Context: an optimization exercise on an open-source flow, tuned for small area and a short achievable clock period. The choices shown serve that exercise and are no tape-out recipe. Only simulation tests tie the RTL to the original design; equivalence was not proved.

==> flow/design.v <==
module xgmii_rx_stats #(
    parameter int NCH           = 4,
    parameter int CNT_W         = 16,
    parameter int TICKS_PER_SEC = 50000,
    parameter int MAX_LEN       = 1518
) (
    input  logic                 sys_clk,
    input  logic                 sys_rst,
    input  logic [64*NCH-1:0]    xgmii_rxd,
    input  logic [8*NCH-1:0]     xgmii_rxc,
    input  logic                 clear,
    output logic                 sec_tick,
    output logic [CNT_W*NCH-1:0] rx_pps,
    output logic [CNT_W*NCH-1:0] rx_throughput,
    output logic [CNT_W*NCH-1:0] rx_errors
);
    localparam int TW = (TICKS_PER_SEC > 1) ?
                        $clog2(TICKS_PER_SEC) : 1;
    localparam logic [TW-1:0] TC = TW'(TICKS_PER_SEC - 1);
    localparam int LW = 12;
    localparam logic [LW-1:0] LMAX = {1'b0, {(LW-1){1'b1}}};
    localparam int PW0 = $clog2(8 * TICKS_PER_SEC / 73 + 2);
    localparam int PW  = (PW0 < CNT_W) ? PW0 : CNT_W;
    logic [TW-1:0] win_q;
    logic          tick_q;
    logic          win_end;
    assign win_end = (win_q == TC);
    always_ff @(posedge sys_clk or posedge sys_rst) begin
        if (sys_rst) begin
            win_q  <= '0;
            tick_q <= 1'b0;
        end else begin
            win_q  <= (clear || win_end) ? '0 : win_q + 1'b1;
            tick_q <= !clear && win_end;
        end
    end
    assign sec_tick = tick_q;
    for (genvar k = 0; k < NCH; k++) begin : g_ch
        logic             st_q;
        logic [LW-1:0]    lm_q, lm_d;
        logic [PW-1:0]    pps_q, opps_q, p;
        logic [CNT_W-1:0] byt_q, err_q;
        logic [CNT_W-1:0] obyt_q, oerr_q;
        logic [CNT_W-1:0] b, e;
        logic [7:0] ctl, dat, trm, erl, bnd;
        logic       s0, s4;
        logic [8:0] nb;              
        logic [8:0] fst;             
        logic [3:0] pc [9];          
        logic [3:0] ds;              
        logic       eb;              
        logic       any_b, any_ft, good;
        logic [1:0]     err_n;
        logic [CNT_W:0] es, bx, by;
        logic [7:0] rng;             
        always_comb begin
            for (int i = 0; i < 8; i++) begin
                logic [7:0] byt;
                logic       hi;
                byt    = xgmii_rxd[64*k + 8*i +: 8];
                hi     = &byt[7:3];
                ctl[i] = xgmii_rxc[8*k + i];
                dat[i] = !ctl[i];
                trm[i] = ctl[i] && hi && byt[2:0] == 3'b101;
                erl[i] = ctl[i] && hi && byt[2:0] == 3'b110;
            end
            s0 = ctl[0] && xgmii_rxd[64*k +: 8] == 8'hFB;
            s4 = ctl[4] && xgmii_rxd[64*k + 32 +: 8] == 8'hFB;
            bnd = trm | {3'b000, s4, 3'b000, s0};
            nb[0] = 1'b1;
            for (int i = 0; i < 8; i++)
                nb[i+1] = nb[i] && !bnd[i];
            fst = {nb[8], bnd & nb[7:0]};
            any_b  = !nb[8];
            any_ft = |(trm & nb[7:0]);
            eb     = |(erl & nb[7:0]);
            pc[0] = 4'd0;
            pc[1] = {3'd0, dat[0]};
            pc[2] = {3'd0, dat[0]} + {3'd0, dat[1]};
            pc[3] = pc[2] + {3'd0, dat[2]};
            pc[4] = pc[2] + ({3'd0, dat[2]} + {3'd0, dat[3]});
            pc[5] = pc[4] + {3'd0, dat[4]};
            pc[6] = pc[4] + ({3'd0, dat[4]} + {3'd0, dat[5]});
            pc[7] = pc[4] + ({3'd0, dat[4]} + {3'd0, dat[5]} +
                             {3'd0, dat[6]});
            pc[8] = pc[4] + ({3'd0, dat[4]} + {3'd0, dat[5]} +
                             {3'd0, dat[6]} + {3'd0, dat[7]});
            ds = 4'd0;
            for (int i = 0; i < 9; i++)
                ds = ds | (fst[i] ? pc[i] : 4'd0);
            for (int j = 0; j < 8; j++)
                rng[j] = !lm_q[LW-1] &&
                         (lm_q >= LW'(64 - j)) &&
                         (lm_q <= LW'(MAX_LEN - j));
            good = st_q && any_ft && !eb && rng[ds[2:0]];
            err_n = {1'b0, st_q && any_b && !good}
                  + {1'b0, s0 && |bnd[7:1]}
                  + {1'b0, s4 && |trm[7:5]};
            es = {1'b0, err_q} + {{(CNT_W-1){1'b0}}, err_n};
            e  = es[CNT_W] ? '1 : es[CNT_W-1:0];
            p = pps_q + {{(PW-1){1'b0}}, good};
            bx = {1'b0, byt_q} + {{(CNT_W+2-LW){1'b0}}, lm_q[LW-2:0]};
            by = bx + {{(CNT_W-2){1'b0}}, ds[2:0]};
            b  = !good ? byt_q : (by[CNT_W] ? '1 : by[CNT_W-1:0]);
            if (!any_b) begin
                logic [LW-1:0] ls;
                ls   = lm_q + {{(LW-4){1'b0}}, ds};
                lm_d = (eb || (!lm_q[LW-1] && ls[LW-1])) ?
                       LMAX : ls;
            end else if (s4) begin
                lm_d = (|erl[7:5]) ? LMAX :
                       LW'(pc[8] - pc[5]) - LW'(7);
            end else begin
                lm_d = (|erl[7:1]) ? LMAX :
                       LW'(pc[8] - pc[1]) - LW'(7);
            end
        end
        always_ff @(posedge sys_clk or posedge sys_rst) begin
            if (sys_rst) begin
                st_q   <= 1'b0;
                pps_q  <= '0;
                byt_q  <= '0;
                err_q  <= '0;
                opps_q <= '0;
                obyt_q <= '0;
                oerr_q <= '0;
            end else begin
                if (any_b)
                    st_q <= (s4 && !(|trm[7:5])) || (s0 && !(|bnd[7:1]));
                if (clear) begin
                    pps_q  <= '0;
                    byt_q  <= '0;
                    err_q  <= '0;
                    opps_q <= '0;
                    obyt_q <= '0;
                    oerr_q <= '0;
                end else if (win_end) begin
                    pps_q  <= '0;
                    byt_q  <= '0;
                    err_q  <= '0;
                    opps_q <= p;
                    obyt_q <= b;
                    oerr_q <= e;
                end else begin
                    pps_q  <= p;
                    byt_q  <= b;
                    err_q  <= e;
                end
            end
        end
        always_ff @(posedge sys_clk)
            lm_q <= lm_d;
        assign rx_pps[CNT_W*k +: CNT_W]        = CNT_W'(opps_q);
        assign rx_throughput[CNT_W*k +: CNT_W] = obyt_q;
        assign rx_errors[CNT_W*k +: CNT_W]     = oerr_q;
    end
endmodule
module xgmii_rx_stats_top (
    input  logic          sys_clk,
    input  logic          sys_rst,
    input  logic [255:0]  xgmii_rxd,
    input  logic [31:0]   xgmii_rxc,
    input  logic          clear,
    output logic          sec_tick,
    output logic [63:0]   rx_pps,
    output logic [63:0]   rx_throughput,
    output logic [63:0]   rx_errors
);
    xgmii_rx_stats #(
        .NCH          (4),
        .CNT_W        (16),
        .TICKS_PER_SEC(50000),
        .MAX_LEN      (1518)
    ) u_stats (
        .sys_clk      (sys_clk),
        .sys_rst      (sys_rst),
        .xgmii_rxd    (xgmii_rxd),
        .xgmii_rxc    (xgmii_rxc),
        .clear        (clear),
        .sec_tick     (sec_tick),
        .rx_pps       (rx_pps),
        .rx_throughput(rx_throughput),
        .rx_errors    (rx_errors)
    );
endmodule
Settings: LEC_CHECK=0, CAP_MARGIN=20, CORE_MARGIN=2, CORE_UTILIZATION=40, SLEW_MARGIN=20; clock period 20.0 ns.
standard.sh (not shown) runs the stock make flow with config.mk's settings and CLKGATE_MAP_FILE= SYNTH_SCRIPT=/design/flow/synth_recipe.tcl, a recipe that flattens the netlist after the stock synthesis.
==> flow/flow/run.sh <==
#!/bin/bash
# The standard layout (standard.sh) with these changes:
#  - synthesis: the standard script (synth_recipe.tcl) with ABC run on
#    flow/map.abc instead of ORFS's speed script, and adders left to ABC
#    (no full-adder cell mapping); registers are mapped exactly as before;
#  - port buffers are plain buf_1 cells;
#  - timing repair aims SETUP_SLACK_MARGIN ns beyond the constraint.
set -euo pipefail
here=$(pwd)
export MY_ABC_SCRIPT=$here/flow/map.abc
export ADDER_MAP_FILE=
export BUFFER_PORTS_ARGS="-buffer_cell sky130_fd_sc_hd__buf_1"
export SETUP_SLACK_MARGIN=${SETUP_SLACK_MARGIN:-12}
sed "s#SYNTH_SCRIPT=[^ ]*#SYNTH_SCRIPT=$here/flow/synth.tcl#" standard.sh > standard_own.sh
grep -q "SYNTH_SCRIPT=$here/flow/synth.tcl" standard_own.sh
bash standard_own.sh > flow_make.log 2>&1
==> flow/flow/map.abc <==
strash
&get -n
&syn2
&dch -f
&nf
&put
buffer -c
upsize -c
dnsize -c
==> flow/flow/synth.tcl <==
proc synth {args} { yosys synth -nofsm -noshare {*}$args }
proc abc {args} {
  set i [lsearch -exact $args -script]
  if { $i >= 0 && [info exists ::env(MY_ABC_SCRIPT)] && $::env(MY_ABC_SCRIPT) ne "" } {
    lset args [expr { $i + 1 }] $::env(MY_ABC_SCRIPT)
  }
  yosys abc {*}$args
}
source $::env(SCRIPTS_DIR)/synth.tcl
# left out here: clear keep_hierarchy, flatten, clean up, hide names made inside functions, write 1_2_yosys.v
Rerun with:
--- a/flow/design.v
+++ b/flow/design.v
@@ -51,8 +51,10 @@
         logic       eb;              
         logic       any_b, any_ft, good;
         logic [1:0]     err_n;
         logic [CNT_W:0] es, bx, by;
+        logic [3:0]     esj;
+        logic [7:0]     bsj;
         logic [7:0] rng;             
         always_comb begin
             for (int i = 0; i < 8; i++) begin
                 logic [7:0] byt;
@@ -95,14 +97,18 @@
             good = st_q && any_ft && !eb && rng[ds[2:0]];
             err_n = {1'b0, st_q && any_b && !good}
                   + {1'b0, s0 && |bnd[7:1]}
                   + {1'b0, s4 && |trm[7:5]};
+            for (int j = 0; j < 4; j++)
+                esj[j] = ({1'b0, err_q} + (CNT_W+1)'(j)) >> CNT_W;
             es = {1'b0, err_q} + {{(CNT_W-1){1'b0}}, err_n};
-            e  = es[CNT_W] ? '1 : es[CNT_W-1:0];
+            e  = esj[err_n] ? '1 : es[CNT_W-1:0];
             p = pps_q + {{(PW-1){1'b0}}, good};
             bx = {1'b0, byt_q} + {{(CNT_W+2-LW){1'b0}}, lm_q[LW-2:0]};
+            for (int j = 0; j < 8; j++)
+                bsj[j] = (bx + (CNT_W+1)'(j)) >> CNT_W;
             by = bx + {{(CNT_W-2){1'b0}}, ds[2:0]};
-            b  = !good ? byt_q : (by[CNT_W] ? '1 : by[CNT_W-1:0]);
+            b  = !good ? byt_q : (bsj[ds[2:0]] ? '1 : by[CNT_W-1:0]);
             if (!any_b) begin
                 logic [LW-1:0] ls;
                 ls   = lm_q + {{(LW-4){1'b0}}, ds};
                 lm_d = (eb || (!lm_q[LW-1] && ls[LW-1])) ?
=>
- The new run passed the timing, DRC and antenna checks
- via count came out lower slightly
- utilization went down by 0.98 points
- routed wire length went down by a few percent
- critical path depth increases by 1
- count of clock-buffer cells in the layout grows by 7
- fmax rose slightly

re-timing with driven ports:
The flow's constraints put no driver on any port. The routed layouts listed below were extracted and timed again, unchanged, in two steps.
Step 1 sets driving cells, clkbuf_16 on the clock port and buf_2 on the other inputs (assumed; they add their load-dependent delay and slew).
Step 2 moves the port delays by t, midway between the first and last clock arrival at a register: inputs arrive t later, outputs are due t later. That takes back most of the time a late clock gives input paths.
a / b / c = no drivers / after step 1 / after step 2; a / b = the first two.
| run | t, ns | slack for setup (ns) | hold slack, ns | clock arrival spread, ns |
|---|---|---|---|---|
| the first run | 0.648 | 12.034 / 12.066 / 11.418 | 0.474 / 0.474 / 0.474 | 0.016 / 0.016 |
| the second run | 0.650 | 12.118 / 12.154 / 11.504 | 0.478 / 0.478 / 0.478 | 0.030 / 0.030 |
After both steps setup and hold are still met in every run listed. For the first run, which loses most, drivers alone change the setup slack by +0.032 ns; drivers and shift together by -0.616 ns.
